Background: an optimization exercise with open tools, aiming at small area, a short achievable clock period and few clock cycles per item. Do not read the settings as production practice.
The RTL was checked by simulation tests, not by an equivalence proof against the original design.

==> flow/design.v, too long to show whole: its modules and the start of the top module <==
// module rcc_div_stage: 164 lines
// module rcc_front_a: 48 lines
// module rcc_front_b: 20 lines
// module rgb_cmyk_color_converter_core: 145 lines
// module rcc_recip: 138 lines
// module rcc_black: 95 lines
// module rcc_mul: 586 lines
// module rcc_qest: 60 lines
module rgb_cmyk_color_converter_core (
  input  logic             clk_i,
  input  logic             rst_ni,
  input  logic             start_i,
  output logic             busy_o,
  input  logic [REQ_W-1:0] req_i,
  output logic             done_o,
  output logic [RES_W-1:0] res_o
);
  // ...
==> flow/run.sh <==
#!/bin/bash
# synth_recipe.tcl (not shown) runs the flow's synth.tcl, then flattens the netlist and writes it again
# the make line also repeats each setting of config.mk as NAME=value (left out here)
make -C /OpenROAD-flow-scripts/flow DESIGN_CONFIG=/design/flow/config.mk WORK_HOME=/design/flow/orfs CLKGATE_MAP_FILE= SYNTH_SCRIPT=/design/flow/synth_recipe.tcl finish
==> flow/config.mk <==
export PLATFORM = sky130hd
export DESIGN_NAME = rgb_cmyk_color_converter_core
export DESIGN_NICKNAME = rgb_cmyk_color_converter_core
export VERILOG_FILES = /design/flow/design.v
export SDC_FILE = /design/flow/constraint.sdc
export NUM_CORES = 4
export LEC_CHECK = 0
export CAP_MARGIN = 20
export CORE_MARGIN = 2
export CORE_UTILIZATION = 40
export SETUP_SLACK_MARGIN = 4.0
export SLEW_MARGIN = 20
==> flow/constraint.sdc <==
create_clock -name core_clock -period 8.0 [get_ports {clk_i}]
set_input_delay 1.6000 -clock core_clock [delete_from_list [all_inputs] [get_ports {clk_i}]]
set_output_delay 1.6000 -clock core_clock [all_outputs]
set_load 0.01 [all_outputs]
==> summary.txt, run 1 <==
* Max-slew violation count at 0
* Simple-gate share of the synthesized area at roughly 14%
* Clock buffer count from CTS at 74
* Final cycle utilization of the critical path at 52.59%
* Postcts setup bufs at 53
* Status: timing/DRC/antenna clean
* Top cell type by total area after synthesis: dfxtp_1
* Antenna violations before repair at 7
* Max-slew headroom at 37.76%
* Clock buffers at 95
* Register Area at 12020 um^2
* Area share of fa/ha/maj cells after synthesis at a little under a fifth
* Post_cts resized at 147
* Total number of vias at 48833
* TAP cells at 1876
* Residual DRC at 0
* Met1 Usage GRT at between 20% and 30%
* Die width at 379.3 um
* Yosys cell types at 96
* Starting Density at 40.33%
* Largest regs: p4_q (90), ps3_q (90), pc3_q (87)
* Synth Warn # at 4
* RSZ-0062 raised after global routing: yes
* Final nets at 7597
* CP most frequent cell: ha_4
* Tmin final at 4.207 ns
* Compound-cell area share of the yosys netlist at 16.95%
* Synth-to-Final Area Change at 14.29%
* Clock buf/inv share at 3.952%
* Worst-path cell chain: ha_4 > fa_2 > a21o_1 > a21oi_4 > buf_6 > nor2_4 > a22oi_2 > o22ai_2 > xor2_2 > xnor2_2 > xor3_1 > maj3_2 > ha_4 > and3_4 > a31o_4 > o211a_1 > o21a_1 > nor2_1 > xnor2_1
* Post-synth net total at 7540
* Comb_multi_in at 5632
Testbench counts, summed over its fixed seeds: cycles 16,040, items 16,000.
==> run 2: changes to the inputs <==
--- a/flow/design.v
+++ b/flow/design.v
@@ -850,363 +850,363 @@
   wire pp219 = (na[7] & b_i[22]);
   wire t1 = pp91 ^ pp92;
   wire t2 = pp91 & pp92;
   wire t3 = pp105 ^ pp106;
   wire t4 = pp105 & pp106;
   wire t5 = pp45 ^ pp46;
   wire t6 = pp45 & pp46;
   wire t7 = pp55 ^ pp56 ^ pp57;
-  wire t8 = (pp55 ^ pp56) ? pp57 : pp55;
+  wire t8 = (pp55 & pp56) | (pp55 & pp57) | (pp56 & pp57);
   wire t9 = pp58 ^ pp59;
   wire t10 = pp58 & pp59;
   wire t11 = pp66 ^ pp67 ^ pp68;
-  wire t12 = (pp66 ^ pp67) ? pp68 : pp66;
+  wire t12 = (pp66 & pp67) | (pp66 & pp68) | (pp67 & pp68);
   wire t13 = pp69 ^ pp70 ^ pp71;
-  wire t14 = (pp69 ^ pp70) ? pp71 : pp69;
+  wire t14 = (pp69 & pp70) | (pp69 & pp71) | (pp70 & pp71);
   wire t15 = pp72 ^ pp73;
   wire t16 = pp72 & pp73;
   wire t17 = pp78 ^ pp79 ^ pp80;
-  wire t18 = (pp78 ^ pp79) ? pp80 : pp78;
+  wire t18 = (pp78 & pp79) | (pp78 & pp80) | (pp79 & pp80);
   wire t19 = pp81 ^ pp82 ^ pp83;
-  wire t20 = (pp81 ^ pp82) ? pp83 : pp81;
+  wire t20 = (pp81 & pp82) | (pp81 & pp83) | (pp82 & pp83);
   wire t21 = pp84 ^ pp85 ^ pp86;
-  wire t22 = (pp84 ^ pp85) ? pp86 : pp84;
+  wire t22 = (pp84 & pp85) | (pp84 & pp86) | (pp85 & pp86);
   wire t23 = pp87 ^ pp88;
   wire t24 = pp87 & pp88;
   wire t25 = t1 ^ pp93 ^ pp94;
-  wire t26 = (t1 ^ pp93) ? pp94 : t1;
+  wire t26 = (t1 & pp93) | (t1 & pp94) | (pp93 & pp94);
   wire t27 = pp95 ^ pp96 ^ pp97;
-  wire t28 = (pp95 ^ pp96) ? pp97 : pp95;
+  wire t28 = (pp95 & pp96) | (pp95 & pp97) | (pp96 & pp97);
   wire t29 = pp98 ^ pp99 ^ pp100;
-  wire t30 = (pp98 ^ pp99) ? pp100 : pp98;
+  wire t30 = (pp98 & pp99) | (pp98 & pp100) | (pp99 & pp100);
   wire t31 = pp101 ^ pp102 ^ pp103;
-  wire t32 = (pp101 ^ pp102) ? pp103 : pp101;
+  wire t32 = (pp101 & pp102) | (pp101 & pp103) | (pp102 & pp103);
   wire t33 = t2 ^ t3 ^ pp107;
-  wire t34 = (t2 ^ t3) ? pp107 : t2;
+  wire t34 = (t2 & t3) | (t2 & pp107) | (t3 & pp107);
   wire t35 = pp108 ^ pp109 ^ pp110;
-  wire t36 = (pp108 ^ pp109) ? pp110 : pp108;
+  wire t36 = (pp108 & pp109) | (pp108 & pp110) | (pp109 & pp110);
   wire t37 = pp111 ^ pp112 ^ pp113;
-  wire t38 = (pp111 ^ pp112) ? pp113 : pp111;
+  wire t38 = (pp111 & pp112) | (pp111 & pp113) | (pp112 & pp113);
   wire t39 = pp114 ^ pp115 ^ pp116;
-  wire t40 = (pp114 ^ pp115) ? pp116 : pp114;
+  wire t40 = (pp114 & pp115) | (pp114 & pp116) | (pp115 & pp116);
   wire t41 = t4 ^ pp118 ^ pp119;
-  wire t42 = (t4 ^ pp118) ? pp119 : t4;
+  wire t42 = (t4 & pp118) | (t4 & pp119) | (pp118 & pp119);
   wire t43 = pp120 ^ pp121 ^ pp122;
-  wire t44 = (pp120 ^ pp121) ? pp122 : pp120;
+  wire t44 = (pp120 & pp121) | (pp120 & pp122) | (pp121 & pp122);
   wire t45 = pp123 ^ pp124 ^ pp125;
-  wire t46 = (pp123 ^ pp124) ? pp125 : pp123;
+  wire t46 = (pp123 & pp124) | (pp123 & pp125) | (pp124 & pp125);
   wire t47 = pp126 ^ pp127 ^ pp128;
-  wire t48 = (pp126 ^ pp127) ? pp128 : pp126;
+  wire t48 = (pp126 & pp127) | (pp126 & pp128) | (pp127 & pp128);
   wire t49 = pp130 ^ pp131 ^ pp132;
-  wire t50 = (pp130 ^ pp131) ? pp132 : pp130;
+  wire t50 = (pp130 & pp131) | (pp130 & pp132) | (pp131 & pp132);
   wire t51 = pp133 ^ pp134 ^ pp135;
-  wire t52 = (pp133 ^ pp134) ? pp135 : pp133;
+  wire t52 = (pp133 & pp134) | (pp133 & pp135) | (pp134 & pp135);
   wire t53 = pp136 ^ pp137 ^ pp138;
-  wire t54 = (pp136 ^ pp137) ? pp138 : pp136;
+  wire t54 = (pp136 & pp137) | (pp136 & pp138) | (pp137 & pp138);
   wire t55 = pp141 ^ pp142 ^ pp143;
-  wire t56 = (pp141 ^ pp142) ? pp143 : pp141;
+  wire t56 = (pp141 & pp142) | (pp141 & pp143) | (pp142 & pp143);
   wire t57 = pp144 ^ pp145 ^ pp146;
-  wire t58 = (pp144 ^ pp145) ? pp146 : pp144;
+  wire t58 = (pp144 & pp145) | (pp144 & pp146) | (pp145 & pp146);
   wire t59 = pp151 ^ pp152 ^ pp153;
-  wire t60 = (pp151 ^ pp152) ? pp153 : pp151;
+  wire t60 = (pp151 & pp152) | (pp151 & pp153) | (pp152 & pp153);
   wire t61 = pp21 ^ pp22;
   wire t62 = pp21 & pp22;
   wire t63 = pp28 ^ pp29 ^ pp30;
-  wire t64 = (pp28 ^ pp29) ? pp30 : pp28;
+  wire t64 = (pp28 & pp29) | (pp28 & pp30) | (pp29 & pp30);
   wire t65 = pp31 ^ pp32;
   wire t66 = pp31 & pp32;
   wire t67 = pp36 ^ pp37 ^ pp38;
-  wire t68 = (pp36 ^ pp37) ? pp38 : pp36;
+  wire t68 = (pp36 & pp37) | (pp36 & pp38) | (pp37 & pp38);
   wire t69 = pp39 ^ pp40 ^ pp41;
-  wire t70 = (pp39 ^ pp40) ? pp41 : pp39;
+  wire t70 = (pp39 & pp40) | (pp39 & pp41) | (pp40 & pp41);
   wire t71 = pp42 ^ pp43;
   wire t72 = pp42 & pp43;
   wire t73 = t5 ^ pp47 ^ pp48;
-  wire t74 = (t5 ^ pp47) ? pp48 : t5;
+  wire t74 = (t5 & pp47) | (t5 & pp48) | (pp47 & pp48);
   wire t75 = pp49 ^ pp50 ^ pp51;
-  wire t76 = (pp49 ^ pp50) ? pp51 : pp49;
+  wire t76 = (pp49 & pp50) | (pp49 & pp51) | (pp50 & pp51);
   wire t77 = pp52 ^ pp53 ^ pp54;
-  wire t78 = (pp52 ^ pp53) ? pp54 : pp52;
+  wire t78 = (pp52 & pp53) | (pp52 & pp54) | (pp53 & pp54);
   wire t79 = t6 ^ t7 ^ t9;
-  wire t80 = (t6 ^ t7) ? t9 : t6;
+  wire t80 = (t6 & t7) | (t6 & t9) | (t7 & t9);
   wire t81 = pp60 ^ pp61 ^ pp62;
-  wire t82 = (pp60 ^ pp61) ? pp62 : pp60;
+  wire t82 = (pp60 & pp61) | (pp60 & pp62) | (pp61 & pp62);
   wire t83 = pp63 ^ pp64 ^ pp65;
-  wire t84 = (pp63 ^ pp64) ? pp65 : pp63;
+  wire t84 = (pp63 & pp64) | (pp63 & pp65) | (pp64 & pp65);
   wire t85 = t8 ^ t10 ^ t11;
-  wire t86 = (t8 ^ t10) ? t11 : t8;
+  wire t86 = (t8 & t10) | (t8 & t11) | (t10 & t11);
   wire t87 = t13 ^ t15 ^ pp74;
-  wire t88 = (t13 ^ t15) ? pp74 : t13;
+  wire t88 = (t13 & t15) | (t13 & pp74) | (t15 & pp74);
   wire t89 = pp75 ^ pp76 ^ pp77;
-  wire t90 = (pp75 ^ pp76) ? pp77 : pp75;
+  wire t90 = (pp75 & pp76) | (pp75 & pp77) | (pp76 & pp77);
   wire t91 = t12 ^ t14 ^ t16;
-  wire t92 = (t12 ^ t14) ? t16 : t12;
+  wire t92 = (t12 & t14) | (t12 & t16) | (t14 & t16);
   wire t93 = t17 ^ t19 ^ t21;
-  wire t94 = (t17 ^ t19) ? t21 : t17;
+  wire t94 = (t17 & t19) | (t17 & t21) | (t19 & t21);
   wire t95 = t23 ^ pp89 ^ pp90;
-  wire t96 = (t23 ^ pp89) ? pp90 : t23;
+  wire t96 = (t23 & pp89) | (t23 & pp90) | (pp89 & pp90);
   wire t97 = t18 ^ t20 ^ t22;
-  wire t98 = (t18 ^ t20) ? t22 : t18;
+  wire t98 = (t18 & t20) | (t18 & t22) | (t20 & t22);
   wire t99 = t24 ^ t25 ^ t27;
-  wire t100 = (t24 ^ t25) ? t27 : t24;
+  wire t100 = (t24 & t25) | (t24 & t27) | (t25 & t27);
   wire t101 = t29 ^ t31 ^ pp104;
-  wire t102 = (t29 ^ t31) ? pp104 : t29;
+  wire t102 = (t29 & t31) | (t29 & pp104) | (t31 & pp104);
   wire t103 = t26 ^ t28 ^ t30;
-  wire t104 = (t26 ^ t28) ? t30 : t26;
+  wire t104 = (t26 & t28) | (t26 & t30) | (t28 & t30);
   wire t105 = t32 ^ t33 ^ t35;
-  wire t106 = (t32 ^ t33) ? t35 : t32;
+  wire t106 = (t32 & t33) | (t32 & t35) | (t33 & t35);
   wire t107 = t37 ^ t39 ^ pp117;
-  wire t108 = (t37 ^ t39) ? pp117 : t37;
+  wire t108 = (t37 & t39) | (t37 & pp117) | (t39 & pp117);
   wire t109 = t34 ^ t36 ^ t38;
-  wire t110 = (t34 ^ t36) ? t38 : t34;
+  wire t110 = (t34 & t36) | (t34 & t38) | (t36 & t38);
   wire t111 = t40 ^ t41 ^ t43;
-  wire t112 = (t40 ^ t41) ? t43 : t40;
+  wire t112 = (t40 & t41) | (t40 & t43) | (t41 & t43);
   wire t113 = t45 ^ t47 ^ pp129;
-  wire t114 = (t45 ^ t47) ? pp129 : t45;
+  wire t114 = (t45 & t47) | (t45 & pp129) | (t47 & pp129);
   wire t115 = t42 ^ t44 ^ t46;
-  wire t116 = (t42 ^ t44) ? t46 : t42;
+  wire t116 = (t42 & t44) | (t42 & t46) | (t44 & t46);
   wire t117 = t48 ^ t49 ^ t51;
-  wire t118 = (t48 ^ t49) ? t51 : t48;
+  wire t118 = (t48 & t49) | (t48 & t51) | (t49 & t51);
   wire t119 = t53 ^ pp139 ^ pp140;
-  wire t120 = (t53 ^ pp139) ? pp140 : t53;
+  wire t120 = (t53 & pp139) | (t53 & pp140) | (pp139 & pp140);
   wire t121 = t50 ^ t52 ^ t54;
-  wire t122 = (t50 ^ t52) ? t54 : t50;
+  wire t122 = (t50 & t52) | (t50 & t54) | (t52 & t54);
   wire t123 = t55 ^ t57 ^ pp147;
-  wire t124 = (t55 ^ t57) ? pp147 : t55;
+  wire t124 = (t55 & t57) | (t55 & pp147) | (t57 & pp147);
   wire t125 = pp148 ^ pp149 ^ pp150;
-  wire t126 = (pp148 ^ pp149) ? pp150 : pp148;
+  wire t126 = (pp148 & pp149) | (pp148 & pp150) | (pp149 & pp150);
   wire t127 = t56 ^ t58 ^ t59;
-  wire t128 = (t56 ^ t58) ? t59 : t56;
+  wire t128 = (t56 & t58) | (t56 & t59) | (t58 & t59);
   wire t129 = pp154 ^ pp155 ^ pp156;
-  wire t130 = (pp154 ^ pp155) ? pp156 : pp154;
+  wire t130 = (pp154 & pp155) | (pp154 & pp156) | (pp155 & pp156);
   wire t131 = pp157 ^ pp158 ^ pp159;
-  wire t132 = (pp157 ^ pp158) ? pp159 : pp157;
+  wire t132 = (pp157 & pp158) | (pp157 & pp159) | (pp158 & pp159);
   wire t133 = t60 ^ pp160 ^ pp161;
-  wire t134 = (t60 ^ pp160) ? pp161 : t60;
+  wire t134 = (t60 & pp160) | (t60 & pp161) | (pp160 & pp161);
   wire t135 = pp162 ^ pp163 ^ pp164;
-  wire t136 = (pp162 ^ pp163) ? pp164 : pp162;
+  wire t136 = (pp162 & pp163) | (pp162 & pp164) | (pp163 & pp164);
   wire t137 = pp165 ^ pp166 ^ pp167;
-  wire t138 = (pp165 ^ pp166) ? pp167 : pp165;
+  wire t138 = (pp165 & pp166) | (pp165 & pp167) | (pp166 & pp167);
   wire t139 = pp168 ^ pp169 ^ pp170;
-  wire t140 = (pp168 ^ pp169) ? pp170 : pp168;
+  wire t140 = (pp168 & pp169) | (pp168 & pp170) | (pp169 & pp170);
   wire t141 = pp171 ^ pp172 ^ pp173;
-  wire t142 = (pp171 ^ pp172) ? pp173 : pp171;
+  wire t142 = (pp171 & pp172) | (pp171 & pp173) | (pp172 & pp173);
   wire t143 = pp174 ^ pp175;
   wire t144 = pp174 & pp175;
   wire t145 = pp176 ^ pp177 ^ pp178;
-  wire t146 = (pp176 ^ pp177) ? pp178 : pp176;
+  wire t146 = (pp176 & pp177) | (pp176 & pp178) | (pp177 & pp178);
   wire t147 = pp179 ^ pp180 ^ pp181;
-  wire t148 = (pp179 ^ pp180) ? pp181 : pp179;
+  wire t148 = (pp179 & pp180) | (pp179 & pp181) | (pp180 & pp181);
   wire t149 = pp182 ^ pp183;
   wire t150 = pp182 & pp183;
   wire t151 = pp184 ^ pp185 ^ pp186;
-  wire t152 = (pp184 ^ pp185) ? pp186 : pp184;
+  wire t152 = (pp184 & pp185) | (pp184 & pp186) | (pp185 & pp186);
   wire t153 = pp187 ^ pp188 ^ pp189;
-  wire t154 = (pp187 ^ pp188) ? pp189 : pp187;
+  wire t154 = (pp187 & pp188) | (pp187 & pp189) | (pp188 & pp189);
   wire t155 = pp190 ^ pp191;
   wire t156 = pp190 & pp191;
   wire t157 = pp192 ^ pp193 ^ pp194;
-  wire t158 = (pp192 ^ pp193) ? pp194 : pp192;
+  wire t158 = (pp192 & pp193) | (pp192 & pp194) | (pp193 & pp194);
   wire t159 = pp195 ^ pp196 ^ pp197;
-  wire t160 = (pp195 ^ pp196) ? pp197 : pp195;
+  wire t160 = (pp195 & pp196) | (pp195 & pp197) | (pp196 & pp197);
   wire t161 = pp199 ^ pp200 ^ pp201;
-  wire t162 = (pp199 ^ pp200) ? pp201 : pp199;
+  wire t162 = (pp199 & pp200) | (pp199 & pp201) | (pp200 & pp201);
   wire t163 = pp10 ^ pp11;
   wire t164 = pp10 & pp11;
   wire t165 = pp15 ^ pp16 ^ pp17;
-  wire t166 = (pp15 ^ pp16) ? pp17 : pp15;
+  wire t166 = (pp15 & pp16) | (pp15 & pp17) | (pp16 & pp17);
   wire t167 = pp18 ^ pp19;
   wire t168 = pp18 & pp19;
   wire t169 = t61 ^ pp23 ^ pp24;
-  wire t170 = (t61 ^ pp23) ? pp24 : t61;
+  wire t170 = (t61 & pp23) | (t61 & pp24) | (pp23 & pp24);
   wire t171 = pp25 ^ pp26 ^ pp27;
-  wire t172 = (pp25 ^ pp26) ? pp27 : pp25;
+  wire t172 = (pp25 & pp26) | (pp25 & pp27) | (pp26 & pp27);
   wire t173 = t62 ^ t63 ^ t65;
-  wire t174 = (t62 ^ t63) ? t65 : t62;
+  wire t174 = (t62 & t63) | (t62 & t65) | (t63 & t65);
   wire t175 = pp33 ^ pp34 ^ pp35;
-  wire t176 = (pp33 ^ pp34) ? pp35 : pp33;
+  wire t176 = (pp33 & pp34) | (pp33 & pp35) | (pp34 & pp35);
   wire t177 = t64 ^ t66 ^ t67;
-  wire t178 = (t64 ^ t66) ? t67 : t64;
+  wire t178 = (t64 & t66) | (t64 & t67) | (t66 & t67);
   wire t179 = t69 ^ t71 ^ pp44;
-  wire t180 = (t69 ^ t71) ? pp44 : t69;
+  wire t180 = (t69 & t71) | (t69 & pp44) | (t71 & pp44);
   wire t181 = t68 ^ t70 ^ t72;
-  wire t182 = (t68 ^ t70) ? t72 : t68;
+  wire t182 = (t68 & t70) | (t68 & t72) | (t70 & t72);
   wire t183 = t73 ^ t75 ^ t77;
-  wire t184 = (t73 ^ t75) ? t77 : t73;
+  wire t184 = (t73 & t75) | (t73 & t77) | (t75 & t77);
   wire t185 = t74 ^ t76 ^ t78;
-  wire t186 = (t74 ^ t76) ? t78 : t74;
+  wire t186 = (t74 & t76) | (t74 & t78) | (t76 & t78);
   wire t187 = t79 ^ t81 ^ t83;
-  wire t188 = (t79 ^ t81) ? t83 : t79;
+  wire t188 = (t79 & t81) | (t79 & t83) | (t81 & t83);
   wire t189 = t80 ^ t82 ^ t84;
-  wire t190 = (t80 ^ t82) ? t84 : t80;
+  wire t190 = (t80 & t82) | (t80 & t84) | (t82 & t84);
   wire t191 = t85 ^ t87 ^ t89;
-  wire t192 = (t85 ^ t87) ? t89 : t85;
+  wire t192 = (t85 & t87) | (t85 & t89) | (t87 & t89);
   wire t193 = t86 ^ t88 ^ t90;
-  wire t194 = (t86 ^ t88) ? t90 : t86;
+  wire t194 = (t86 & t88) | (t86 & t90) | (t88 & t90);
   wire t195 = t91 ^ t93 ^ t95;
-  wire t196 = (t91 ^ t93) ? t95 : t91;
+  wire t196 = (t91 & t93) | (t91 & t95) | (t93 & t95);
   wire t197 = t92 ^ t94 ^ t96;
-  wire t198 = (t92 ^ t94) ? t96 : t92;
+  wire t198 = (t92 & t94) | (t92 & t96) | (t94 & t96);
   wire t199 = t97 ^ t99 ^ t101;
-  wire t200 = (t97 ^ t99) ? t101 : t97;
+  wire t200 = (t97 & t99) | (t97 & t101) | (t99 & t101);
   wire t201 = t98 ^ t100 ^ t102;
-  wire t202 = (t98 ^ t100) ? t102 : t98;
+  wire t202 = (t98 & t100) | (t98 & t102) | (t100 & t102);
   wire t203 = t103 ^ t105 ^ t107;
-  wire t204 = (t103 ^ t105) ? t107 : t103;
+  wire t204 = (t103 & t105) | (t103 & t107) | (t105 & t107);
   wire t205 = t104 ^ t106 ^ t108;
-  wire t206 = (t104 ^ t106) ? t108 : t104;
+  wire t206 = (t104 & t106) | (t104 & t108) | (t106 & t108);
   wire t207 = t109 ^ t111 ^ t113;
-  wire t208 = (t109 ^ t111) ? t113 : t109;
+  wire t208 = (t109 & t111) | (t109 & t113) | (t111 & t113);
   wire t209 = t110 ^ t112 ^ t114;
-  wire t210 = (t110 ^ t112) ? t114 : t110;
+  wire t210 = (t110 & t112) | (t110 & t114) | (t112 & t114);
   wire t211 = t115 ^ t117 ^ t119;
-  wire t212 = (t115 ^ t117) ? t119 : t115;
+  wire t212 = (t115 & t117) | (t115 & t119) | (t117 & t119);
   wire t213 = t116 ^ t118 ^ t120;
-  wire t214 = (t116 ^ t118) ? t120 : t116;
+  wire t214 = (t116 & t118) | (t116 & t120) | (t118 & t120);
   wire t215 = t121 ^ t123 ^ t125;
-  wire t216 = (t121 ^ t123) ? t125 : t121;
+  wire t216 = (t121 & t123) | (t121 & t125) | (t123 & t125);
   wire t217 = t122 ^ t124 ^ t126;
-  wire t218 = (t122 ^ t124) ? t126 : t122;
+  wire t218 = (t122 & t124) | (t122 & t126) | (t124 & t126);
   wire t219 = t127 ^ t129 ^ t131;
-  wire t220 = (t127 ^ t129) ? t131 : t127;
+  wire t220 = (t127 & t129) | (t127 & t131) | (t129 & t131);
   wire t221 = t128 ^ t130 ^ t132;
-  wire t222 = (t128 ^ t130) ? t132 : t128;
+  wire t222 = (t128 & t130) | (t128 & t132) | (t130 & t132);
   wire t223 = t133 ^ t135 ^ t137;
-  wire t224 = (t133 ^ t135) ? t137 : t133;
+  wire t224 = (t133 & t135) | (t133 & t137) | (t135 & t137);
   wire t225 = t134 ^ t136 ^ t138;
-  wire t226 = (t134 ^ t136) ? t138 : t134;
+  wire t226 = (t134 & t136) | (t134 & t138) | (t136 & t138);
   wire t227 = t139 ^ t141 ^ t143;
-  wire t228 = (t139 ^ t141) ? t143 : t139;
+  wire t228 = (t139 & t141) | (t139 & t143) | (t141 & t143);
   wire t229 = t140 ^ t142 ^ t144;
-  wire t230 = (t140 ^ t142) ? t144 : t140;
+  wire t230 = (t140 & t142) | (t140 & t144) | (t142 & t144);
   wire t231 = t145 ^ t147 ^ t149;
-  wire t232 = (t145 ^ t147) ? t149 : t145;
+  wire t232 = (t145 & t147) | (t145 & t149) | (t147 & t149);
   wire t233 = t146 ^ t148 ^ t150;
-  wire t234 = (t146 ^ t148) ? t150 : t146;
+  wire t234 = (t146 & t148) | (t146 & t150) | (t148 & t150);
   wire t235 = t151 ^ t153 ^ t155;
-  wire t236 = (t151 ^ t153) ? t155 : t151;
+  wire t236 = (t151 & t153) | (t151 & t155) | (t153 & t155);
   wire t237 = t152 ^ t154 ^ t156;
-  wire t238 = (t152 ^ t154) ? t156 : t152;
+  wire t238 = (t152 & t154) | (t152 & t156) | (t154 & t156);
   wire t239 = t157 ^ t159 ^ pp198;
-  wire t240 = (t157 ^ t159) ? pp198 : t157;
+  wire t240 = (t157 & t159) | (t157 & pp198) | (t159 & pp198);
   wire t241 = t158 ^ t160 ^ t161;
-  wire t242 = (t158 ^ t160) ? t161 : t158;
+  wire t242 = (t158 & t160) | (t158 & t161) | (t160 & t161);
   wire t243 = pp202 ^ pp203 ^ pp204;
-  wire t244 = (pp202 ^ pp203) ? pp204 : pp202;
+  wire t244 = (pp202 & pp203) | (pp202 & pp204) | (pp203 & pp204);
   wire t245 = t162 ^ pp205 ^ pp206;
-  wire t246 = (t162 ^ pp205) ? pp206 : t162;
+  wire t246 = (t162 & pp205) | (t162 & pp206) | (pp205 & pp206);
   wire t247 = pp207 ^ pp208 ^ pp209;
-  wire t248 = (pp207 ^ pp208) ? pp209 : pp207;
+  wire t248 = (pp207 & pp208) | (pp207 & pp209) | (pp208 & pp209);
   wire t249 = pp210 ^ pp211 ^ pp212;
-  wire t250 = (pp210 ^ pp211) ? pp212 : pp210;
+  wire t250 = (pp210 & pp211) | (pp210 & pp212) | (pp211 & pp212);
   wire t251 = pp6 ^ pp7;
   wire t252 = pp6 & pp7;
   wire t253 = t163 ^ pp12 ^ pp13;
-  wire t254 = (t163 ^ pp12) ? pp13 : t163;
+  wire t254 = (t163 & pp12) | (t163 & pp13) | (pp12 & pp13);
   wire t255 = t164 ^ t165 ^ t167;
-  wire t256 = (t164 ^ t165) ? t167 : t164;
+  wire t256 = (t164 & t165) | (t164 & t167) | (t165 & t167);
   wire t257 = t166 ^ t168 ^ t169;
-  wire t258 = (t166 ^ t168) ? t169 : t166;
+  wire t258 = (t166 & t168) | (t166 & t169) | (t168 & t169);
   wire t259 = t170 ^ t172 ^ t173;
-  wire t260 = (t170 ^ t172) ? t173 : t170;
+  wire t260 = (t170 & t172) | (t170 & t173) | (t172 & t173);
   wire t261 = t174 ^ t176 ^ t177;
-  wire t262 = (t174 ^ t176) ? t177 : t174;
+  wire t262 = (t174 & t176) | (t174 & t177) | (t176 & t177);
   wire t263 = t178 ^ t180 ^ t181;
-  wire t264 = (t178 ^ t180) ? t181 : t178;
+  wire t264 = (t178 & t180) | (t178 & t181) | (t180 & t181);
   wire t265 = t182 ^ t184 ^ t185;
-  wire t266 = (t182 ^ t184) ? t185 : t182;
+  wire t266 = (t182 & t184) | (t182 & t185) | (t184 & t185);
   wire t267 = t186 ^ t188 ^ t189;
-  wire t268 = (t186 ^ t188) ? t189 : t186;
+  wire t268 = (t186 & t188) | (t186 & t189) | (t188 & t189);
   wire t269 = t190 ^ t192 ^ t193;
-  wire t270 = (t190 ^ t192) ? t193 : t190;
+  wire t270 = (t190 & t192) | (t190 & t193) | (t192 & t193);
   wire t271 = t194 ^ t196 ^ t197;
-  wire t272 = (t194 ^ t196) ? t197 : t194;
+  wire t272 = (t194 & t196) | (t194 & t197) | (t196 & t197);
   wire t273 = t198 ^ t200 ^ t201;
-  wire t274 = (t198 ^ t200) ? t201 : t198;
+  wire t274 = (t198 & t200) | (t198 & t201) | (t200 & t201);
   wire t275 = t202 ^ t204 ^ t205;
-  wire t276 = (t202 ^ t204) ? t205 : t202;
+  wire t276 = (t202 & t204) | (t202 & t205) | (t204 & t205);
   wire t277 = t206 ^ t208 ^ t209;
-  wire t278 = (t206 ^ t208) ? t209 : t206;
+  wire t278 = (t206 & t208) | (t206 & t209) | (t208 & t209);
   wire t279 = t210 ^ t212 ^ t213;
-  wire t280 = (t210 ^ t212) ? t213 : t210;
+  wire t280 = (t210 & t212) | (t210 & t213) | (t212 & t213);
   wire t281 = t214 ^ t216 ^ t217;
-  wire t282 = (t214 ^ t216) ? t217 : t214;
+  wire t282 = (t214 & t216) | (t214 & t217) | (t216 & t217);
   wire t283 = t218 ^ t220 ^ t221;
-  wire t284 = (t218 ^ t220) ? t221 : t218;
+  wire t284 = (t218 & t220) | (t218 & t221) | (t220 & t221);
   wire t285 = t222 ^ t224 ^ t225;
-  wire t286 = (t222 ^ t224) ? t225 : t222;
+  wire t286 = (t222 & t224) | (t222 & t225) | (t224 & t225);
   wire t287 = t226 ^ t228 ^ t229;
-  wire t288 = (t226 ^ t228) ? t229 : t226;
+  wire t288 = (t226 & t228) | (t226 & t229) | (t228 & t229);
   wire t289 = t230 ^ t232 ^ t233;
-  wire t290 = (t230 ^ t232) ? t233 : t230;
+  wire t290 = (t230 & t232) | (t230 & t233) | (t232 & t233);
   wire t291 = t234 ^ t236 ^ t237;
-  wire t292 = (t234 ^ t236) ? t237 : t234;
+  wire t292 = (t234 & t236) | (t234 & t237) | (t236 & t237);
   wire t293 = t238 ^ t240 ^ t241;
-  wire t294 = (t238 ^ t240) ? t241 : t238;
+  wire t294 = (t238 & t240) | (t238 & t241) | (t240 & t241);
   wire t295 = t242 ^ t244 ^ t245;
-  wire t296 = (t242 ^ t244) ? t245 : t242;
+  wire t296 = (t242 & t244) | (t242 & t245) | (t244 & t245);
   wire t297 = t246 ^ t248 ^ t249;
-  wire t298 = (t246 ^ t248) ? t249 : t246;
+  wire t298 = (t246 & t248) | (t246 & t249) | (t248 & t249);
   wire t299 = t250 ^ pp214 ^ pp215;
-  wire t300 = (t250 ^ pp214) ? pp215 : t250;
+  wire t300 = (t250 & pp214) | (t250 & pp215) | (pp214 & pp215);
   wire t301 = pp3 ^ pp4;
   wire t302 = pp3 & pp4;
   wire t303 = t251 ^ pp8 ^ pp9;
-  wire t304 = (t251 ^ pp8) ? pp9 : t251;
+  wire t304 = (t251 & pp8) | (t251 & pp9) | (pp8 & pp9);
   wire t305 = t252 ^ t253 ^ pp14;
-  wire t306 = (t252 ^ t253) ? pp14 : t252;
+  wire t306 = (t252 & t253) | (t252 & pp14) | (t253 & pp14);
   wire t307 = t254 ^ t255 ^ pp20;
-  wire t308 = (t254 ^ t255) ? pp20 : t254;
+  wire t308 = (t254 & t255) | (t254 & pp20) | (t255 & pp20);
   wire t309 = t256 ^ t257 ^ t171;
-  wire t310 = (t256 ^ t257) ? t171 : t256;
+  wire t310 = (t256 & t257) | (t256 & t171) | (t257 & t171);
   wire t311 = t258 ^ t259 ^ t175;
-  wire t312 = (t258 ^ t259) ? t175 : t258;
+  wire t312 = (t258 & t259) | (t258 & t175) | (t259 & t175);
   wire t313 = t260 ^ t261 ^ t179;
-  wire t314 = (t260 ^ t261) ? t179 : t260;
+  wire t314 = (t260 & t261) | (t260 & t179) | (t261 & t179);
   wire t315 = t262 ^ t263 ^ t183;
-  wire t316 = (t262 ^ t263) ? t183 : t262;
+  wire t316 = (t262 & t263) | (t262 & t183) | (t263 & t183);
   wire t317 = t264 ^ t265 ^ t187;
-  wire t318 = (t264 ^ t265) ? t187 : t264;
+  wire t318 = (t264 & t265) | (t264 & t187) | (t265 & t187);
   wire t319 = t266 ^ t267 ^ t191;
-  wire t320 = (t266 ^ t267) ? t191 : t266;
+  wire t320 = (t266 & t267) | (t266 & t191) | (t267 & t191);
   wire t321 = t268 ^ t269 ^ t195;
-  wire t322 = (t268 ^ t269) ? t195 : t268;
+  wire t322 = (t268 & t269) | (t268 & t195) | (t269 & t195);
   wire t323 = t270 ^ t271 ^ t199;
-  wire t324 = (t270 ^ t271) ? t199 : t270;
+  wire t324 = (t270 & t271) | (t270 & t199) | (t271 & t199);
   wire t325 = t272 ^ t273 ^ t203;
-  wire t326 = (t272 ^ t273) ? t203 : t272;
+  wire t326 = (t272 & t273) | (t272 & t203) | (t273 & t203);
   wire t327 = t274 ^ t275 ^ t207;
-  wire t328 = (t274 ^ t275) ? t207 : t274;
+  wire t328 = (t274 & t275) | (t274 & t207) | (t275 & t207);
   wire t329 = t276 ^ t277 ^ t211;
-  wire t330 = (t276 ^ t277) ? t211 : t276;
+  wire t330 = (t276 & t277) | (t276 & t211) | (t277 & t211);
   wire t331 = t278 ^ t279 ^ t215;
-  wire t332 = (t278 ^ t279) ? t215 : t278;
+  wire t332 = (t278 & t279) | (t278 & t215) | (t279 & t215);
   wire t333 = t280 ^ t281 ^ t219;
-  wire t334 = (t280 ^ t281) ? t219 : t280;
+  wire t334 = (t280 & t281) | (t280 & t219) | (t281 & t219);
   wire t335 = t282 ^ t283 ^ t223;
-  wire t336 = (t282 ^ t283) ? t223 : t282;
+  wire t336 = (t282 & t283) | (t282 & t223) | (t283 & t223);
   wire t337 = t284 ^ t285 ^ t227;
-  wire t338 = (t284 ^ t285) ? t227 : t284;
+  wire t338 = (t284 & t285) | (t284 & t227) | (t285 & t227);
   wire t339 = t286 ^ t287 ^ t231;
-  wire t340 = (t286 ^ t287) ? t231 : t286;
+  wire t340 = (t286 & t287) | (t286 & t231) | (t287 & t231);
   wire t341 = t288 ^ t289 ^ t235;
-  wire t342 = (t288 ^ t289) ? t235 : t288;
+  wire t342 = (t288 & t289) | (t288 & t235) | (t289 & t235);
   wire t343 = t290 ^ t291 ^ t239;
-  wire t344 = (t290 ^ t291) ? t239 : t290;
+  wire t344 = (t290 & t291) | (t290 & t239) | (t291 & t239);
   wire t345 = t292 ^ t293 ^ t243;
-  wire t346 = (t292 ^ t293) ? t243 : t292;
+  wire t346 = (t292 & t293) | (t292 & t243) | (t293 & t243);
   wire t347 = t294 ^ t295 ^ t247;
-  wire t348 = (t294 ^ t295) ? t247 : t294;
+  wire t348 = (t294 & t295) | (t294 & t247) | (t295 & t247);
   wire t349 = t296 ^ t297 ^ pp213;
-  wire t350 = (t296 ^ t297) ? pp213 : t296;
+  wire t350 = (t296 & t297) | (t296 & pp213) | (t297 & pp213);
   wire t351 = t298 ^ t299 ^ pp216;
-  wire t352 = (t298 ^ t299) ? pp216 : t298;
+  wire t352 = (t298 & t299) | (t298 & pp216) | (t299 & pp216);
   wire t353 = t300 ^ pp217 ^ pp218;
-  wire t354 = (t300 ^ pp217) ? pp218 : t300;
+  wire t354 = (t300 & pp217) | (t300 & pp218) | (pp217 & pp218);
   wire [29:0] p_s = {t354, t352, t350, t348, t346, t344, t342, t340, t338, t336, t334, t332, t330, t328, t326, t324, t322, t320, t318, t316, t314, t312, t310, t308, t306, t304, t302, t301, pp1, pp0};
   wire [29:0] p_c = {pp219, t353, t351, t349, t347, t345, t343, t341, t339, t337, t335, t333, t331, t329, t327, t325, t323, t321, t319, t317, t315, t313, t311, t309, t307, t305, t303, pp5, pp2, 1'b0};
   assign s_o = p_s;
   assign c_o = p_c;
 endmodule
 module rcc_qest (
   input  logic [27:0] s_i,
   input  logic [27:0] c_i,
==> flow/config.mk (replaced) <==
export PLATFORM = sky130hd
export DESIGN_NAME = rgb_cmyk_color_converter_core
export DESIGN_NICKNAME = rgb_cmyk_color_converter_core
export VERILOG_FILES = /design/flow/design.v
export SDC_FILE = /design/flow/constraint.sdc
export NUM_CORES = 4
export LEC_CHECK = 0
export CAP_MARGIN = 20
export CORE_MARGIN = 2
export CORE_UTILIZATION = 55
export SETUP_SLACK_MARGIN = 4.0
export SLEW_MARGIN = 20
==> run 2 against run 1 <==
  * Cell count decreased by 17%
  * Non-clock buffer count shrank 20
  * Still clean
  * Sequential share of layout area rose by 1.0 points
  * Clock-buffer cell count is 6 lower
  * Critical path depth stayed put
  * Worst setup slack better by 0.065 ns
  * Hold slack worse by 0.014 ns
==> summary.txt, run 2 <==
* Layout cells sized above 1 at 8.820%
* Most common cell after layout, fill and taps aside: inv_1
* Max-slew headroom at 20.17% (-18 points)
* H-Tree Depth at 3
* Filler cells at around 8400
* GPL Wtd Cong at 0.9403
* CTS root buffer: clkbuf_16
* RSZ-0062 raised after global routing: yes
* Max Fanout on Critical Path at 5
* Worst-path cell chain: ha_4 > inv_4 > fa_2 > and2b_1 > nor3_2 > o31a_1 > xnor2_4 > xnor2_4 > xnor2_2 > maj3_2 > xnor2_2 > xnor2_1 > ha_1 > a21o_1 > a31o_4 > a41o_1 > o21a_1 > nor2_2 > xnor2_1
* Clock transition at the registers of the reported paths at 0.06 ns
* CTS tree: built
* CTS max path bufs at 3
* Slowest stage delay, CP at 0.34 ns
* Post-synth top flop: dfxtp_1
* # Max-Cap Violations at 0
* Routed len/inst at 20.02 um
* Area post-placement at between 50000 and 60000 um^2
* Post-synth ARST share at 0.8418%
* Final nets at 7176 (-5.5%)
* Clock buffer count from CTS at 71 (-4.1%)
* # IOs at 168
* Core ar. at 96710 um^2
* Synth Warn # at 4 (unchanged)
* Vias in the first global route at 42637
* Post-synth top cells: inv_1 (785), dfxtp_1 (589), fa_1 (492)
* PortBufs at ~170
* Critical Path RT at ~8.6 ns
* DIE AREA at 100000 um^2
* Critical path's slowest cell: dfxtp_2
* Die width at 316.3 um (-17%)
* First-pass GRT wire length at around 230000 um
* Worst setup EP type: register
* Yosys cell types at 92 (-4.2%)
* Setup crit start kind: register
* Residual DRC at 0 (unchanged)
* Post-synth net total at 7111 (-5.7%)
* Starting Density at 55.47% (+15 points)
* Synth-to-Final Area Change at 13.43%
* Max-slew violation count at 0 (unchanged)
* Final cycle utilization of the critical path at 51.77% (-0.82 points)
* Largest net degree at the start of global routing at 74
* Antenna violations before repair at 3 (-4)
* Count leader, synth: inv_1
* Peak Freq at 0.2414 GHz
* Data arrival time of the critical path at around 4.7 ns
* Design area at 60840 um^2
* Post-synth EDFFs at 0
* Die height at between 300 and 400 um
* Overall Global Routing Usage at 29.54%
* Row count at around 110
* Yosys top cell area share at 21.98%
* Clock Skew at 0.03646 ns
* Tmin final at 4.142 ns (-0.06547 ns)
* Share of the yosys chip area belonging to registers at 22.22%
* Endpoints failing setup at 0
* Final Hold Vio Count at 0
* Syn Area/Cell at between 8 and 9 um^2
* Largest regs: p4_q (90), ps3_q (90), pc3_q (87)
* Iter 0 DRT Violations at between 3000 and 4000
* Worst-margin pin slew at 1.196 ns
* Detail Route Antenna Nets at 0
* Status: timing/DRC/antenna clean
* Synth Instances at 6050
* Worst min path class: reg2reg
* Flops & latches, synth at between 500 and 600
* Synth top area cells: dfxtp_1 (22%), fa_1 (18%), ha_1 (11%)
* Setup CP Type: reg2reg
* Clock Sinks at between 500 and 600
* Total number of vias at 42813 (-12%)
* Vias per inst at 5.751
* Grt ovf at 0
* Final WL at between 100000 and 150000 um
* 1st-pass router iterations at 8
* HPWL after DPL at around 110000 um
* Mapped cell area at between 50000 and 60000 um^2
* Clk latency of the worst-skew pair at 0.64 ns
* Top cell type by total area after synthesis: dfxtp_1
* Most frequent cells in the layout: inv_1 (781), dfxtp_1 (537), fa_1 (489), ha_1 (463), xnor2_1 (420)
* Setup TNS at 0 ns
[run 2: cell types whose count changed after synthesis, moves of 86 or more]
cell     change
xnor2_1    -636
fa_1       +483
inv_1      +415
maj3_1     -321
nand2_1    -282
xor2_1     -244
nor2b_1     +97
nor2_1      -92
a21oi_1     -86
[run 2: cells by family (layout without fill, tap and decap cells)]
| group | Yosys count | count (layout) | synth area share [%] |
|---|---|---|---|
| AND/OR/NAND/NOR | 1425 | 1425 | 12.99 |
| AO/OA/AOI/OAI | 1210 | 1214 | 14.87 |
| buffers and inverters | 1123 | 1237 | 7.942 |
| adder cells (fa/ha/maj) | 1079 | 1079 | 31.57 |
| flip-flops | 594 | 594 | 22.22 |
| XOR/XNOR | 558 | 558 | 9.263 |
| multiplexers | 60 | 60 | 1.136 |
| other | 1 | 2 | 0.006991 |
[run 2: final cells by class]
cell class	instances	area (um^2)	area share, %
Sequential cell	594	11990	19.71
Clock inverter	37	529.3	0.8699
Clock buffer	89	1999	3.286
Antenna cell	1	2.502	0.004113
Multi-Input combinational cell	4337	38740	63.66
Tap cell	1276	1597	2.624
Inverter	790	2972	4.884
Timing Repair Buffer	321	3018	4.960
[run 2: repair_timing]
| item | 4_1_cts | 5_1_grt |
|---|---|---|
| setup buffers | 56 | 39 |
| pin swaps | 78 | 54 |
| hold buffers | 0 | 0 |
| gates cloned | 1 | 5 |
| hold endpoints to repair | 0 | 0 |
| endpoints found under the setup margin | 144 | 104 |
| resized for setup | 142 | 132 |
[run 2: metrics by stage]
step                      worst slack, ns  utilization, %  cells  hold WS (ns)
after floorplan                     3.869               -   6050        0.3096
after detailed placement            2.340           58.20   7217        0.3138
after CTS                           3.776           61.95   7400        0.3198
final                               3.858           62.92   7445        0.3109
after global routing                3.691           62.91   7444        0.3080
after global placement              2.244           58.20   7217        0.3101
[run 2: critical path, delay by kind of cell (launching register included)]
kind | cells | cell delay (ns)
buf+inv | 1 | 0.03
flops | 1 | 0.34
compound gates | 5 | 1.13
xor+xnor | 6 | 1.01
simple gates | 3 | 0.37
fa+ha+maj | 4 | 1.13
[run 2: final timing paths]
check / startpoint / to / slack (ns) / cells after the start
setup / recovery: ps3_q[77] / qh4_q[22] / 3.86 / 19
hold / removal: u2_q[4] / u3_q[4] / 0.31 / 0
setup reg to reg: ps3_q[77] / qh4_q[22] / 3.86 / 19
hold reg to reg: u2_q[4] / u3_q[4] / 0.31 / 0
max in group asynchronous: rst_ni / v5_q / 6.63 / 1
min in group asynchronous: rst_ni / v4_q / 1.18 / 1
[run 2: per-layer routing]
| layer | global-route usage, % | wire length, um | up-vias |
|---|---|---|---|
| met3 | 4.225 | 11150 | 362 |
| met1 | 41.67 | 66530 | 20649 |
| li1 | - | - | 20125 |
| met4 | 10.53 | 5299 | 2 |
| met2 | 46.36 | 66040 | 1675 |
| met5 | 0 | 13 | - |
Testbench counts of run 2, summed over its fixed seeds: cycles 16,040, items 16,000.
==> run 3: changes to the inputs <==
--- a/flow/config.mk
+++ b/flow/config.mk
@@ -9,4 +9,4 @@
 export CORE_MARGIN = 2
 export CORE_UTILIZATION = 55
-export SETUP_SLACK_MARGIN = 4.0
+export SETUP_SLACK_MARGIN = 4.3
 export SLEW_MARGIN = 20
==> run 3 against run 2 <==
  * Still clean
  * Clock skew down 0.0083 ns
  * Worst setup slack worse by 0.0069 ns
  * Cell count up 1.2%
  * Sequential share of layout area shrank 0.36 points
  * Via count rose by 1.2%
  * Register-to-register slack about the same
  * Sequential cell count unchanged
  * Routed wire length increased by 2.0%
  * Synthesized area did not move
  * Global-route usage grew 0.18 points
  * Critical path type unchanged
==> summary.txt, run 3 <==
* Simple-gate share of the synthesized area at 12.99% (unchanged)
* Die width at 316.3 um (unchanged)
* # IOs at 168 (unchanged)
* Endpoints failing setup at 0 (unchanged)
* Total number of vias at 43322 (+1.2%)
* Reg2Reg Depth at 20 (+1)
* Die height at 316.3 um (unchanged)
* Vias in the first global route at 43082 (+1.0%)
* Buf+Inv Stages, Crit Path at 3 (+2)
* Row count at 114 (unchanged)
* Iter 0 DRT Violations at 3555 (+7.7%)
* Yosys cell types at 92 (unchanged)
* Post-synth EDFFs at 0 (unchanged)
* # Max-Cap Violations at 0 (unchanged)
* Area share of fa/ha/maj cells after synthesis at 31.57% (unchanged)
* Post-synth top flop: dfxtp_1
* Status: timing/DRC/antenna clean
* Worst min path class: reg2reg
* Setup CP Type: reg2reg
* Layout cells sized above 1 at 13.40% (+4.6 points)
* Worst setup EP type: register
* H-Tree Depth at 3 (unchanged)
* Max-slew headroom at 19.68% (-0.49 points)
* Overall Global Routing Usage at 29.71% (+0.18 points)
* Antenna violations before repair at 1 (-2)
* CTS tree: built
* Final WL at 152000 um (+2.0%)
* Clock Skew at 0.02813 ns (-0.008332 ns)
* Post-synth ARST share at 0.8418% (unchanged)
* Synth top area cells: dfxtp_1 (22%), fa_1 (18%), ha_1 (11%)
* Compound-cell area share of the yosys netlist at 14.87% (unchanged)
* Syn Area/Cell at 8.866 um^2 (unchanged)
* HPWL after DPL at 104800 um (-0.25%)
* Synth Warn # at 4 (unchanged)
* Max-slew violation count at 0 (unchanged)
* Final nets at 7262 (+1.2%)
* Worst-path cell chain: ha_4 > inv_4 > fa_2 > and2b_1 > nor3_1 > o31a_1 > xnor2_4 > xnor2_4 > xnor2_2 > maj3_2 > xnor2_2 > xnor2_1 > ha_1 > a21o_1 > a31o_4 > a41o_1 > buf_4 > buf_6 > nor3_4 > nor2_1
* Final core occ at 64.74% (+1.8 points)
* Clock transition at the registers of the reported paths at 0.07 ns (about the same)
* CTS root buffer: clkbuf_16
* Most frequent cells in the layout: inv_1 (750), dfxtp_1 (491), fa_1 (458), ha_1 (438)
* Largest net degree at the start of global routing at 72 (-2.7%)
* Mapped cell area at 53640 um^2 (unchanged)
* Setup crit start kind: register
* Clk latency of the worst-skew pair at 0.63 ns (about the same)
* Crit path depth at 20 (+1)
* Area post-placement at 56460 um^2 (+0.31%)
* Flops & latches, synth at 594 (unchanged)
* Max Fanout on Critical Path at 5 (unchanged)
* GPL Wtd Cong at 0.9570 (+1.8%)
* Final Hold Vio Count at 0 (unchanged)
* DIE AREA at 100000 um^2 (unchanged)
* Hold depth at 0 (unchanged)
* Tmin final at 4.149 ns (+0.006930 ns)
* Detail Route Antenna Nets at 0 (unchanged)
* Data arrival time of the critical path at 4.66 ns (-0.03 ns)
* Routed len/inst at 20.17 um (+0.75%)
* Largest regs: p4_q (90), ps3_q (90), pc3_q (87)
* Vias per inst at 5.749 (about the same)
* RSZ-0062 raised after global routing: yes
* Design area at 62610 um^2 (+2.9%)
* Residual DRC at 0 (unchanged)
* Worst-margin pin slew at 1.200 ns (+0.004597 ns)
* First-pass GRT wire length at 235600 um (+0.68%)
* Setup TNS at 0 ns (unchanged)
* Yosys top cell area share at 21.98% (unchanged)
* Post-synth top cells: inv_1 (785), dfxtp_1 (589), fa_1 (492)
* Starting Density at 55.47% (unchanged)
* Count leader, synth: inv_1
* Xor and xnor area share after synthesis at 9.263% (unchanged)
* Post-synth net total at 7111 (unchanged)
* Final cycle utilization of the critical path at 51.86% (+0.087 points)
* Clock Sinks at 594 (unchanged)
* Mux contribution to synthesized area at 1.136% (unchanged)
* Share of the yosys chip area belonging to registers at 22.22% (unchanged)
* Synth Instances at 6050 (unchanged)
* Clock buffer count from CTS at 70 (-1.4%)
* Hold_ws at 0.3147 ns (+0.003863 ns)
* Most common cell after layout, fill and taps aside: inv_1
* 1st-pass router iterations at 6 (-2)
* Synth-to-Final Area Change at 16.72%
* Peak Freq at 0.2410 GHz (-0.17%)
* Slowest stage delay, CP at 0.35 ns (about the same)
* CTS max path bufs at 3 (unchanged)
* PortBufs at 166 (unchanged)
* Largest family of logic cells by synthesized area: adder cells
* CP top delay family: adder cells
* Critical path's slowest cell: dfxtp_2
* Critical Path RT at 8.52 ns (-0.03 ns)
* Top cell type by total area after synthesis: dfxtp_1
* Core ar. at 96710 um^2 (unchanged)
* Grt ovf at 0 (unchanged)
run 3: logic make-up (layout without fill, tap and decap cells):
kind of cell	count (synthesis)	in the layout
flip-flops	594	594
other	1	6
buffers and inverters	1123	1323
multiplexers	60	60
adder cells (fa/ha/maj)	1079	1079
XOR/XNOR	558	558
AND/OR/NAND/NOR	1425	1425
AO/OA/AOI/OAI	1210	1215
run 3: stage by stage:
step	instances	setup slack [ns]
detailed placement	7214	2.303
global placement	7214	2.386
floorplan	6050	3.869
global route	7531	3.639
CTS	7462	3.780
finish	7536	3.851
run 3: routing by layer:
layer	GRT usage [%]	up-vias	routed length [um]	part of all wire [%]
met5	0	-	12	0.0079
met4	11.79	2	6382	4.2
met3	4.650	428	11670	7.7
met2	46.74	1815	67290	44
met1	41.12	20783	66630	44
li1	-	20294	-	-
run 3: worst register-to-register path, delay by kind of cell, from the launching register on:
family                   cells  cell delay, ns
XOR/XNOR                     5            0.93
AND/OR/NAND/NOR              4            0.41
flip-flops                   1            0.35
buffers and inverters        3            0.28
adder cells (fa/ha/maj)      4            1.13
AO/OA/AOI/OAI                4            0.91
run 3: path summary, 6_finish.rpt:
path	end	startpoint	slack, ns
hold / removal	u4_q[4]	u3_q[4]	0.31
max in group asynchronous	v4_q	rst_ni	6.59
setup reg to reg	qh4_q[21]	pc3_q[77]	3.85
hold reg to reg	u4_q[4]	u3_q[4]	0.31
min in group asynchronous	v5_q	rst_ni	1.22
setup / recovery	qh4_q[21]	pc3_q[77]	3.85
run 3: final cells by class:
class | count | area, um^2
clock buffer | 88 | 2004
timing repair buffer | 407 | 3913
antenna | 5 | 12.51
fill | 8200 | 34100
multi-input combinational | 4338 | 39540
tap | 1276 | 1597
inverter | 790 | 3015
clock inverter | 38 | 409.1
sequential | 594 | 12120
run 3: timing repair:
item | in CTS | in global routing
setup endpoints to repair | 179 | 144
pin swaps | 113 | 84
hold buffers | 0 | 0
setup buffers | 115 | 63
cloned | 7 | 6
resized for setup | 273 | 284
endpoints found under the hold margin | 0 | 0
==> run 4: changes to the inputs <==
--- a/flow/config.mk
+++ b/flow/config.mk
@@ -8,5 +8,5 @@
 export CAP_MARGIN = 20
 export CORE_MARGIN = 2
-export CORE_UTILIZATION = 55
-export SETUP_SLACK_MARGIN = 4.3
+export CORE_UTILIZATION = 40
+export SETUP_SLACK_MARGIN = 4.0
 export SLEW_MARGIN = 20
==> run 4 against run 3 <==
  * Still clean
  * Sequential share of layout area up 0.093 points
  * Cell area down 1.5%
  * Die area up 37%
  * Hold slack better by 0.0093 ns
  * First-iteration DRC count down 11%
  * Critical path depth unchanged
==> summary.txt, run 4 <==
* Final cycle utilization of the critical path at 51.94% (+0.087 points)
* Xor and xnor area share after synthesis at 9.263% (unchanged)
* Residual DRC at 0 (unchanged)
* Most frequent cells in the layout: inv_1 (780), dfxtp_1 (536), fa_1 (489), ha_1 (457), xnor2_1 (419)
* Most common cell after layout, fill and taps aside: inv_1
* Hold endpoint: u4_q[7]
* Setup TNS at 0 ns (unchanged)
* Buf+Inv Stages, Crit Path at 3 (unchanged)
* Die height at 370.2 um (+17%)
* Simple-gate share of the synthesized area at 12.99% (unchanged)
* Flop-to-flop setup slack at 3.84 ns (about the same)
* Max-slew violation count at 0 (unchanged)
* Top cell type by total area after synthesis: dfxtp_1
* Met1 Usage GRT at 29.23% (-12 points)
* Area post-placement at 56910 um^2 (+0.80%)
* CTS root buffer: clkbuf_16
* 1st-pass router iterations at 6 (unchanged)
* Synth top area cells: dfxtp_1 (22%), fa_1 (18%), ha_1 (11%)
* HPWL after DPL at 108300 um (+3.3%)
* Post-synth EDFFs at 0 (unchanged)
* Endpoints failing setup at 0 (unchanged)
* Max-slew headroom at 28.56% (+8.9 points)
* Syn Area/Cell at 8.866 um^2 (unchanged)
* Clk latency of the worst-skew pair at 0.69 ns (+0.06 ns)
* Synth-to-Final Area Change at 14.95%
* FF-to-FF End: qh4_q[21]
* PortBufs at 166 (unchanged)
* Placed cell count at 7711 (+6.9%)
* # Max-Cap Violations at 0 (unchanged)
* Core ar. at 133300 um^2 (+38%)
* Die width at 370.2 um (+17%)
* Worst setup EP type: register
* CTS max path bufs at 3 (unchanged)
* R2r startpoint: ps3_q[77]
* Clock transition at the registers of the reported paths at 0.06 ns (about the same)
* CTS tree: built
* Largest family of logic cells by synthesized area: adder cells
* Post-synth top cells: inv_1 (785), dfxtp_1 (589), fa_1 (492)
* GPL Wtd Cong at 0.9506 (-0.67%)
* Starting Density at 40.24% (-15 points)
* Hold_buf cts at 0 (unchanged)
* Setup CP Type: reg2reg
* Total number of vias at 42847 (-1.1%)
* H-Tree Depth at 3 (unchanged)
* Mapped cell area at 53640 um^2 (unchanged)
* RSZ-0062 raised after global routing: yes
* Clock Skew at 0.03554 ns (+0.007414 ns)
* First-pass GRT wire length at 239600 um (+1.7%)
* Row count at 134 (+18%)
* Detail Route Antenna Nets at 0 (unchanged)
* Area share of fa/ha/maj cells after synthesis at 31.57% (unchanged)
* Design area at 61660 um^2 (-1.5%)
* Final Hold Vio Count at 0 (unchanged)
* Synth Instances at 6050 (unchanged)
* Clock Sinks at 594 (unchanged)
* # IOs at 168 (unchanged)
* Synth Warn # at 4 (unchanged)
* Iter 0 DRT Violations at 3166 (-11%)
* Hold wc startpoint: u3_q[7]
* Post-synth ARST share at 0.8418% (unchanged)
* Worst min path class: reg2reg
* Grt ovf at 0 (unchanged)
* Yosys cell types at 92 (unchanged)
* Vias per inst at 5.396 (-6.1%)
* Antenna violations before repair at 5 (+4)
* Met3 Usage GRT at 3.297% (-1.4 points)
* Peak Freq at 0.2406 GHz (-0.17%)
* Overall Global Routing Usage at 21.82% (-7.9 points)
* Routed len/inst at 18.95 um (-6.0%)
* Layout cells sized above 1 at 9.088% (-4.3 points)
* Vias in the first global route at 43833 (+1.7%)
* Max Fanout on Critical Path at 5 (unchanged)
* Status: timing/DRC/antenna clean
* Global routing's busiest layer: met2
* N_diodes at 0 (-5)
* Compound-cell area share of the yosys netlist at 14.87% (unchanged)
* Count leader, synth: inv_1
* Hold depth at 0 (unchanged)
* Slowest stage delay, CP at 0.35 ns (about the same)
* Share of the yosys chip area belonging to registers at 22.22% (unchanged)
* Mux contribution to synthesized area at 1.136% (unchanged)
* Largest net degree at the start of global routing at 74 (+2.8%)
* Yosys top cell area share at 21.98% (unchanged)
* Worst-margin pin slew at 1.070 ns (-0.1302 ns)
* Setup crit start kind: register
* Final WL at 150500 um (-0.97%)
* CP top delay family: adder cells
* Critical path's slowest cell: ha_1
* Clock buffer count from CTS at 74 (+5.7%)
* Final core occ at 46.26% (-18 points)
* DIE AREA at 137000 um^2 (+37%)
* Post-synth net total at 7111 (unchanged)
* Flops & latches, synth at 594 (unchanged)
* Critical Path RT at 8.56 ns (+0.04 ns)
* Largest regs: p4_q (90), ps3_q (90), pc3_q (87)
* Data arrival time of the critical path at 4.72 ns (+0.06 ns)
* Tmin final at 4.156 ns (+0.006940 ns)
* Non-Filler Instances at 7941 (+5.4%)
* Post-synth top flop: dfxtp_1
* GR Layer Usage met2 at 35.18% (-12 points)
* Reg2Reg Depth at 20 (unchanged)
* Filler cells at 12804 (+56%)
* Worst-path cell chain: ha_4 > inv_4 > fa_2 > and2b_1 > nor3_2 > o31a_1 > xnor2_4 > xnor2_4 > xnor2_2 > maj3_2 > xnor2_2 > xnor2_1 > ha_1 > a21o_1 > a31o_4 > a41o_1 > buf_4 > buf_6 > nor3_2 > nor2_1
* Final nets at 7174 (-1.2%)
## run 4: cell counts after synthesis
No cell type changed its count.
## run 4: worst max-delay path by stage
stage / slack, ns / to / depth (start not counted) / from
final: 3.84 / qh4_q[21] / 20 / ps3_q[77]
after global routing: 3.65 / qh4_q[23] / 18 / ps3_q[77]
after CTS: 3.81 / qh4_q[22] / 19 / ps3_q[77]
after detailed placement: 2.45 / dn1_q[2] / 10 / req_i[81]
after global placement: 2.40 / dn1_q[2] / 10 / req_i[81]
after floorplan: 3.87 / qh4_q[15] / 19 / ps3_q[49]
## run 4: area by class of cell
cell class	count	area [um^2]	area share [%]
flip-flops and latches	594	11990	19.45
inverters	790	2973	4.821
repair buffers	316	2949	4.783
well taps	1768	2212	3.588
clock inverters	42	568.0	0.9213
multi-input cells	4337	38880	63.05
clock buffers	94	2090	3.389
## run 4: logic make-up (layout without fill, tap and decap cells)
group	after synthesis	in the layout
flops	594	594
buf+inv	1123	1242
fa+ha+maj	1079	1079
other cells	1	1
xor+xnor	558	558
mux	60	60
simple gates	1425	1425
compound gates	1210	1214
## run 4: metal layers
layer  vias to the layer above  routed length [um]  share of wire [%]
li1                      20098                   -                  -
met1                     20762               65830                 44
met2                      1619               68190                 45
met3                       364               10640                7.1
met4                         4                5813                3.9
met5                         -                  26              0.017
## run 4: what timing repair did
item                       CTS  global route
setup buffers               54            33
pin swaps                   73            46
gates resized for setup    153           137
cloned                       1             5
setup endpoints to repair  124           100
## run 4: through the flow
stage / hold WS (ns) / worst slack [ns]
2_1_floorplan: 0.3096 / 3.869
3_3_place_gp: 0.3105 / 2.397
3_5_place_dp: 0.3121 / 2.446
4_1_cts: 0.3248 / 3.809
5_1_grt: 0.3279 / 3.648
6_report: 0.3240 / 3.844
## run 4: worst register-to-register path: stages (launching register included)
cell	delay (ns)
dfxtp_2	0.34
ha_4	0.15
inv_4	0.04
fa_2	0.34
and2b_1	0.23
nor3_2	0.05
o31a_1	0.33
xnor2_4	0.31
xnor2_4	0.12
xnor2_2	0.16
maj3_2	0.34
xnor2_2	0.14
xnor2_1	0.13
ha_1	0.35
a21o_1	0.18
a31o_4	0.21
a41o_1	0.22
buf_4	0.15
buf_6	0.11
nor3_2	0.09
nor2_1	0.05

-- re-timing with driven ports --
The results above use ideal ports. As a check the final layouts listed here were re-extracted and re-timed, cells and wires unchanged.
Step 1 (the two cells are an assumption about what drives the block):
set clk [get_ports {clk_i}]
set_driving_cell -lib_cell sky130_fd_sc_hd__clkbuf_16 $clk
set_driving_cell -lib_cell sky130_fd_sc_hd__buf_2 [delete_from_list [all_inputs] $clk]
Step 2 also shifts input and output timing later by t, the mid clock arrival at the registers, as if the neighbouring blocks saw the same clock.
Slacks: ideal ports / drivers / drivers and shift; pairs: ideal ports / drivers.
run	t, ns	slack for setup (ns)	worst register clock-pin slew, ns	cell pins on the clock port's net
run 1	0.736	3.793 / 3.793 / 3.447	0.07 / 0.07	1
run 2	0.699	3.858 / 3.858 / 3.473	0.07 / 0.07	1
run 3	0.692	3.851 / 3.851 / 3.767	0.07 / 0.07	1
run 4	0.746	3.844 / 3.844 / 3.413	0.08 / 0.08	1
After both steps every run listed still meets setup and hold. For run 4, which loses most, drivers alone change the setup slack by 0.000 ns; drivers and shift together by -0.431 ns.
